This is an optimization exercise on Yosys and OpenROAD, whose aim is small area and a short achievable clock period, not a production implementation. Only simulation tests tie the RTL to the original design; equivalence was not proved. Power and IR drop assume default switching activity.

## job 101
==> module register_access_hazard, before the edit <==
module register_access_hazard (
    input  logic       d_valid,
    input  logic [2:0] k0,
    input  logic [2:0] k1,
    input  logic [2:0] r0,
    input  logic [2:0] r1,
    input  logic [2:0] rm,
    input  logic       push,
    input  logic       pop,
    input  logic [7:0] busy,
    input  logic       r_valid,
    input  logic       r_ready,
    output logic       d_ready,
    output logic       accept
);
    logic [7:0]  b0_n;
    logic [7:0]  b1_n;
    logic [7:0]  bm_n;
    logic [1:0]  en0_n;
    logic [1:0]  en1_n;
    logic [1:0]  enm0_n;
    logic [1:0]  enm1_n;
    logic [17:0] stall;
    logic [5:0]  none;
    logic [1:0]  any;
    logic [2:0] r0_n;
    logic [2:0] r1_n;
    logic [2:0] rm_n;
    logic [2:0] k0_n;
    logic [2:0] k1_n;
    for (genvar j = 0; j < 3; j++) begin : g_inv
        gate_inv inv_r0 (.a(r0[j]), .y(r0_n[j]));
        gate_inv inv_r1 (.a(r1[j]), .y(r1_n[j]));
        gate_inv inv_rm (.a(rm[j]), .y(rm_n[j]));
        gate_inv inv_k0 (.a(k0[j]), .y(k0_n[j]));
        gate_inv inv_k1 (.a(k1[j]), .y(k1_n[j]));
    end
    for (genvar i = 0; i < 8; i++) begin : g_field
        gate_nmatch #(.V(3'(i))) match_r0 (.e(busy[i]), .r(r0), .r_n(r0_n), .y(b0_n[i]));
        gate_nmatch #(.V(3'(i))) match_r1 (.e(busy[i]), .r(r1), .r_n(r1_n), .y(b1_n[i]));
        gate_nmatch #(.V(3'(i))) match_rm (.e(busy[i]), .r(rm), .r_n(rm_n), .y(bm_n[i]));
    end
    for (genvar h = 0; h < 2; h++) begin : g_kind
        gate_nmatch #(.V(3'd1)) match_k0  (.e(d_valid), .r(k0), .r_n(k0_n), .y(en0_n[h]));
        gate_nmatch #(.V(3'd1)) match_k1  (.e(d_valid), .r(k1), .r_n(k1_n), .y(en1_n[h]));
        gate_nmatch #(.V(3'd4)) match_km0 (.e(d_valid), .r(k0), .r_n(k0_n), .y(enm0_n[h]));
        gate_nmatch #(.V(3'd4)) match_km1 (.e(d_valid), .r(k1), .r_n(k1_n), .y(enm1_n[h]));
    end
    gate_oa211 stack_read (.a(push), .b(pop), .c(d_valid), .d(busy[4]), .y(stall[16]));
    gate_andn out_full (.a(r_valid), .b_n(r_ready), .y(stall[17]));
    for (genvar i = 0; i < 8; i++) begin : g_reg
        gate_oai22 op_read (.a1(en0_n[i/4]), .a2(b0_n[i]), .b1(en1_n[i/4]), .b2(b1_n[i]),
                            .y(stall[i]));
        gate_oai22 m_read (.a1(enm0_n[i/4]), .a2(bm_n[i]), .b1(enm1_n[i/4]), .b2(bm_n[i]),
                           .y(stall[8+i]));
    end
    for (genvar g = 0; g < 6; g++) begin : g_group
        gate_nor3 group (.a(stall[3*g]), .b(stall[3*g+1]), .c(stall[3*g+2]), .y(none[g]));
    end
    gate_nand3 half0 (.a(none[0]), .b(none[1]), .c(none[2]), .y(any[0]));
    gate_nand3 half1 (.a(none[3]), .b(none[4]), .c(none[5]), .y(any[1]));
    gate_nor2 ready (.a(any[0]), .b(any[1]), .y(d_ready));
    assign accept = d_valid && d_ready;
endmodule
clock: 5.0 ns
lec_check: 0
cap_margin: 20
core_margin: 2
core_utilization: 65
cts_buf_list: sky130_fd_sc_hd__clkbuf_16
cts_cluster_diameter: 80
cts_cluster_size: 25
setup_slack_margin: 2.1
slew_margin: 20
synth_hierarchical: 1
standard.sh (not shown) runs the stock make flow with config.mk's settings and CLKGATE_MAP_FILE= SYNTH_SCRIPT=/design/flow/synth_recipe.tcl, a recipe that flattens the netlist after the stock synthesis.
==> flow/flow/run.sh <==
#!/bin/bash
# The standard layout with two changes to how it is made:
#  - after synthesis, every combinational cell is set to the smallest drive
#    strength of its kind and the floorplan step removes synthesis's buffers
#    (REMOVE_ABC_BUFFERS), so the timing repair of the later steps sizes up
#    and buffers only what the placed design needs;
#  - the ports get the smallest buffer instead of the delay buffer that
#    buffer_ports picks by default.
# Each tool's output goes to a log file of its own here; ORFS also keeps
# each step's log under orfs/logs/.
set -euo pipefail
results=orfs/results/${FLOW_PLATFORM}/register_access_top/base
bash standard.sh synth > synth_make.log 2>&1
LIB_FILE=${FLOW_HOME}/platforms/${FLOW_PLATFORM}/lib/sky130_fd_sc_hd__tt_025C_1v80.lib \
ODB_IN=${results}/1_synth.odb ODB_OUT=${results}/1_synth.odb \
    openroad -no_init -exit flow/downsize.tcl > downsize.log 2>&1
bash standard.sh "BUFFER_PORTS_ARGS=-buffer_cell sky130_fd_sc_hd__buf_1" REMOVE_ABC_BUFFERS=1 finish \
    > flow_make.log 2>&1
==> flow/flow/downsize.tcl <==
# Set every combinational cell of the synthesized netlist to the smallest
# drive strength of its kind; the timing repair of the later steps sizes up
# only what the layout needs. Flip-flops keep the cell synthesis gave them.
read_liberty $::env(LIB_FILE)
read_db $::env(ODB_IN)
set db [ord::get_db]
set block [ord::get_db_block]
array set smallest {}
foreach lib [$db getLibs] {
  foreach m [$lib getMasters] {
    set n [$m getName]
    if {![regexp {^(sky130_fd_sc_hd__[a-z0-9]+)_([0-9]+)$} $n -> kind drive]} continue
    if {[regexp {probe|lpflow|clkdly|dlygate|dlymetal} $n]} continue
    set a [expr {[$m getWidth] * [$m getHeight]}]
    if {![info exists smallest($kind)] || $a < [lindex $smallest($kind) 1]} {
      set smallest($kind) [list $m $a]
    }
  }
}
set swapped 0
set saved 0
foreach inst [$block getInsts] {
  set m [$inst getMaster]
  set n [$m getName]
  if {![regexp {^(sky130_fd_sc_hd__[a-z0-9]+)_([0-9]+)$} $n -> kind drive]} continue
  if {[regexp {^sky130_fd_sc_hd__(df|edf|sdf|sedf|dl|conb)} $n]} continue
  if {![info exists smallest($kind)]} continue
  set sm [lindex $smallest($kind) 0]
  if {$sm ne $m} {
    set saved [expr {$saved + [$m getWidth]*[$m getHeight] - [lindex $smallest($kind) 1]}]
    $inst swapMaster $sm
    incr swapped
  }
}
puts "downsize: swapped $swapped cells, saved [expr {$saved / 1e6}] um2"
write_db $::env(ODB_OUT)
Input-level comparison between job 102 and job 101:
--- a/flow/design.v
+++ b/flow/design.v
@@ -391,8 +391,8 @@
     logic [1:0]  enm0_n;
     logic [1:0]  enm1_n;
     logic [17:0] stall;
-    logic [5:0]  none;
-    logic [1:0]  any;
+    logic [8:0]  none;
+    logic [2:0]  any;
     logic [2:0] r0_n;
     logic [2:0] r1_n;
     logic [2:0] rm_n;
@@ -424,12 +424,13 @@
         gate_oai22 m_read (.a1(enm0_n[i/4]), .a2(bm_n[i]), .b1(enm1_n[i/4]), .b2(bm_n[i]),
                            .y(stall[8+i]));
     end
-    for (genvar g = 0; g < 6; g++) begin : g_group
-        gate_nor3 group (.a(stall[3*g]), .b(stall[3*g+1]), .c(stall[3*g+2]), .y(none[g]));
+    for (genvar g = 0; g < 9; g++) begin : g_group
+        gate_nor2 group (.a(stall[2*g]), .b(stall[2*g+1]), .y(none[g]));
     end
-    gate_nand3 half0 (.a(none[0]), .b(none[1]), .c(none[2]), .y(any[0]));
-    gate_nand3 half1 (.a(none[3]), .b(none[4]), .c(none[5]), .y(any[1]));
-    gate_nor2 ready (.a(any[0]), .b(any[1]), .y(d_ready));
+    for (genvar g = 0; g < 3; g++) begin : g_third
+        gate_nand3 third (.a(none[3*g]), .b(none[3*g+1]), .c(none[3*g+2]), .y(any[g]));
+    end
+    gate_nor3 ready (.a(any[0]), .b(any[1]), .c(any[2]), .y(d_ready));
     assign accept = d_valid && d_ready;
 endmodule
 module gate_nmatch #(
### Flow results
When the final numbers for job 101 and job 102 were put side by side, the final routed wire length divided by cell count turned out to be greater in job 102. Changes observed in job 102 relative to job 101: share of cell area taken by multi-input logic gates neither gained nor lost much, post-route worst setup slack lost 0.010 ns, critical path arrival closely matched the old numbers, switching share of total power shows no meaningful change, clock share of power decreased 0.4 points. Going from job 101 to job 102, critical path depth has remained practically unchanged; post-route setup TNS has remained practically unchanged; final wirelength has increased; number of signal-net buffers in the layout has increased. Job 102: number of cells upsized or downsized after cts is about 2.7% higher than what job 101 reported. Relative to job 101, the routed metal-1 wire length measured on job 102 has increased by a few percent. Of job 101 and job 102, the higher share of the clock period used by the worst path after layout belongs to job 102.

* * *

Another version of the RTL of register_access_top (not shown whole).
Size in the first run: ~300 I/O pins, ~26000 sq um of cells after synthesis.
==> module register_access_hazard, before the edit <==
module register_access_hazard (
    input  logic       d_valid,
    input  logic [2:0] k0,
    input  logic [2:0] k1,
    input  logic [2:0] r0,
    input  logic [2:0] r1,
    input  logic [2:0] rm,
    input  logic       push,
    input  logic       pop,
    input  logic [7:0] busy,
    input  logic       r_valid,
    input  logic       r_ready,
    output logic       d_ready,
    output logic       accept
);
    logic [7:0] b0;
    logic [7:0] b1;
    logic [7:0] bm;
    logic [1:0] en0;
    logic [1:0] en1;
    logic [1:0] enm0;
    logic [1:0] enm1;
    logic       ens;
    logic       full;
    logic [7:0] op_ok;
    logic [7:0] m_ok;
    logic [3:0] group_stall;
    for (genvar i = 0; i < 8; i++) begin : g_field
        gate_match #(.V(3'(i))) match_r0 (.e(busy[i]), .r(r0), .y(b0[i]));
        gate_match #(.V(3'(i))) match_r1 (.e(busy[i]), .r(r1), .y(b1[i]));
        gate_match #(.V(3'(i))) match_rm (.e(busy[i]), .r(rm), .y(bm[i]));
    end
    for (genvar h = 0; h < 2; h++) begin : g_kind
        gate_match #(.V(3'd1)) match_k0  (.e(d_valid), .r(k0), .y(en0[h]));
        gate_match #(.V(3'd1)) match_k1  (.e(d_valid), .r(k1), .y(en1[h]));
        gate_match #(.V(3'd4)) match_km0 (.e(d_valid), .r(k0), .y(enm0[h]));
        gate_match #(.V(3'd4)) match_km1 (.e(d_valid), .r(k1), .y(enm1[h]));
    end
    gate_oa211 stack_read (.a(push), .b(pop), .c(d_valid), .d(busy[4]), .y(ens));
    gate_andn out_full (.a(r_valid), .b_n(r_ready), .y(full));
    for (genvar i = 0; i < 8; i++) begin : g_reg
        if (i == 4) begin : g_esp
            gate_aoi221 op_read (.a1(en0[i/4]), .a2(b0[i]), .b1(en1[i/4]), .b2(b1[i]), .c(ens),
                                 .y(op_ok[i]));
        end else begin : g_op
            gate_aoi22 op_read (.a1(en0[i/4]), .a2(b0[i]), .b1(en1[i/4]), .b2(b1[i]), .y(op_ok[i]));
        end
        if (i == 7) begin : g_full
            gate_aoi221 m_read (.a1(enm0[i/4]), .a2(bm[i]), .b1(enm1[i/4]), .b2(bm[i]),
                                .c(full), .y(m_ok[i]));
        end else begin : g_plain
            gate_aoi22 m_read (.a1(enm0[i/4]), .a2(bm[i]), .b1(enm1[i/4]), .b2(bm[i]), .y(m_ok[i]));
        end
    end
    gate_nand4 group0 (.a(op_ok[0]), .b(op_ok[1]), .c(op_ok[2]), .d(op_ok[3]), .y(group_stall[0]));
    gate_nand4 group1 (.a(op_ok[4]), .b(op_ok[5]), .c(op_ok[6]), .d(op_ok[7]), .y(group_stall[1]));
    gate_nand4 group2 (.a(m_ok[0]),  .b(m_ok[1]),  .c(m_ok[2]),  .d(m_ok[3]),  .y(group_stall[2]));
    gate_nand4 group3 (.a(m_ok[4]),  .b(m_ok[5]),  .c(m_ok[6]),  .d(m_ok[7]),  .y(group_stall[3]));
    gate_nor4 ready (.a(group_stall[0]), .b(group_stall[1]), .c(group_stall[2]),
                     .d(group_stall[3]), .y(d_ready));
    assign accept = d_valid && d_ready;
endmodule
clock: 5.0 ns
lec_check: 0
cap_margin: 20
core_margin: 2
core_utilization: 70
cts_buf_list: sky130_fd_sc_hd__clkbuf_16
cts_cluster_diameter: 80
cts_cluster_size: 25
setup_slack_margin: 1.9
slew_margin: 20
synth_hierarchical: 1
Scripts as last shown in full above: flow/flow/run.sh, flow/flow/downsize.tcl
The first run finished clean.
Rerun with:
--- a/flow/design.v
+++ b/flow/design.v
@@ -425,11 +425,14 @@
     gate_nand4 group0 (.a(op_ok[0]), .b(op_ok[1]), .c(op_ok[2]), .d(op_ok[3]), .y(group_stall[0]));
     gate_nand4 group1 (.a(op_ok[4]), .b(op_ok[5]), .c(op_ok[6]), .d(op_ok[7]), .y(group_stall[1]));
     gate_nand4 group2 (.a(m_ok[0]),  .b(m_ok[1]),  .c(m_ok[2]),  .d(m_ok[3]),  .y(group_stall[2]));
     gate_nand4 group3 (.a(m_ok[4]),  .b(m_ok[5]),  .c(m_ok[6]),  .d(m_ok[7]),  .y(group_stall[3]));
+    logic ready_copy;
     gate_nor4 ready (.a(group_stall[0]), .b(group_stall[1]), .c(group_stall[2]),
                      .d(group_stall[3]), .y(d_ready));
-    assign accept = d_valid && d_ready;
+    gate_nor4 ready_for_accept (.a(group_stall[0]), .b(group_stall[1]), .c(group_stall[2]),
+                                .d(group_stall[3]), .y(ready_copy));
+    assign accept = d_valid && ready_copy;
 endmodule
 module gate_match #(
     parameter logic [2:0] V = 3'd0
 ) (
Result: Core utilization went down by 0.20 points; non-clock buffer count is higher by 12; final area stays flat; global-route usage falls by 0.83 points; setup slack got worse by 0.064 ns; via count fell by 1.2%; power falls by 1.2%; cell count is about the same.

[separate check: timing with driven ports]
No port has a modelled driver above. Below, the same layouts with a new extraction and two added sets of constraints.
Step 1 (the two cells are an assumption about what drives the block):
set clk [get_ports {clk}]
set_driving_cell -lib_cell sky130_fd_sc_hd__clkbuf_16 $clk
set_driving_cell -lib_cell sky130_fd_sc_hd__buf_2 [delete_from_list [all_inputs] $clk]
Step 2, shift: input delay + t, output delay - t, t = (earliest + latest rising clock arrival at the registers) / 2. This alone moves slack from input paths to output paths.
Slacks: ideal / step 1 / step 2; pairs: ideal / step 1.
run | t, ns | setup slack, ns | worst setup path after step 2 | worst data-port slew with drivers (ns)
job 101 | 0.669 | 1.948 / 1.894 / 1.478 | input to register | 0.11
job 102 | 0.665 | 1.937 / 1.831 / 1.517 | input to register | 0.17
the first run of note 2 | 0.656 | 1.762 / 1.712 / 1.387 | input to register | 0.09
the second run of note 2 | 0.660 | 1.698 / 1.629 / 1.256 | input to register | 0.12
After both steps every run listed still meets setup and hold. The setup slack of job 101, which loses most, moves by -0.054 ns with the drivers and by -0.470 ns with both steps.
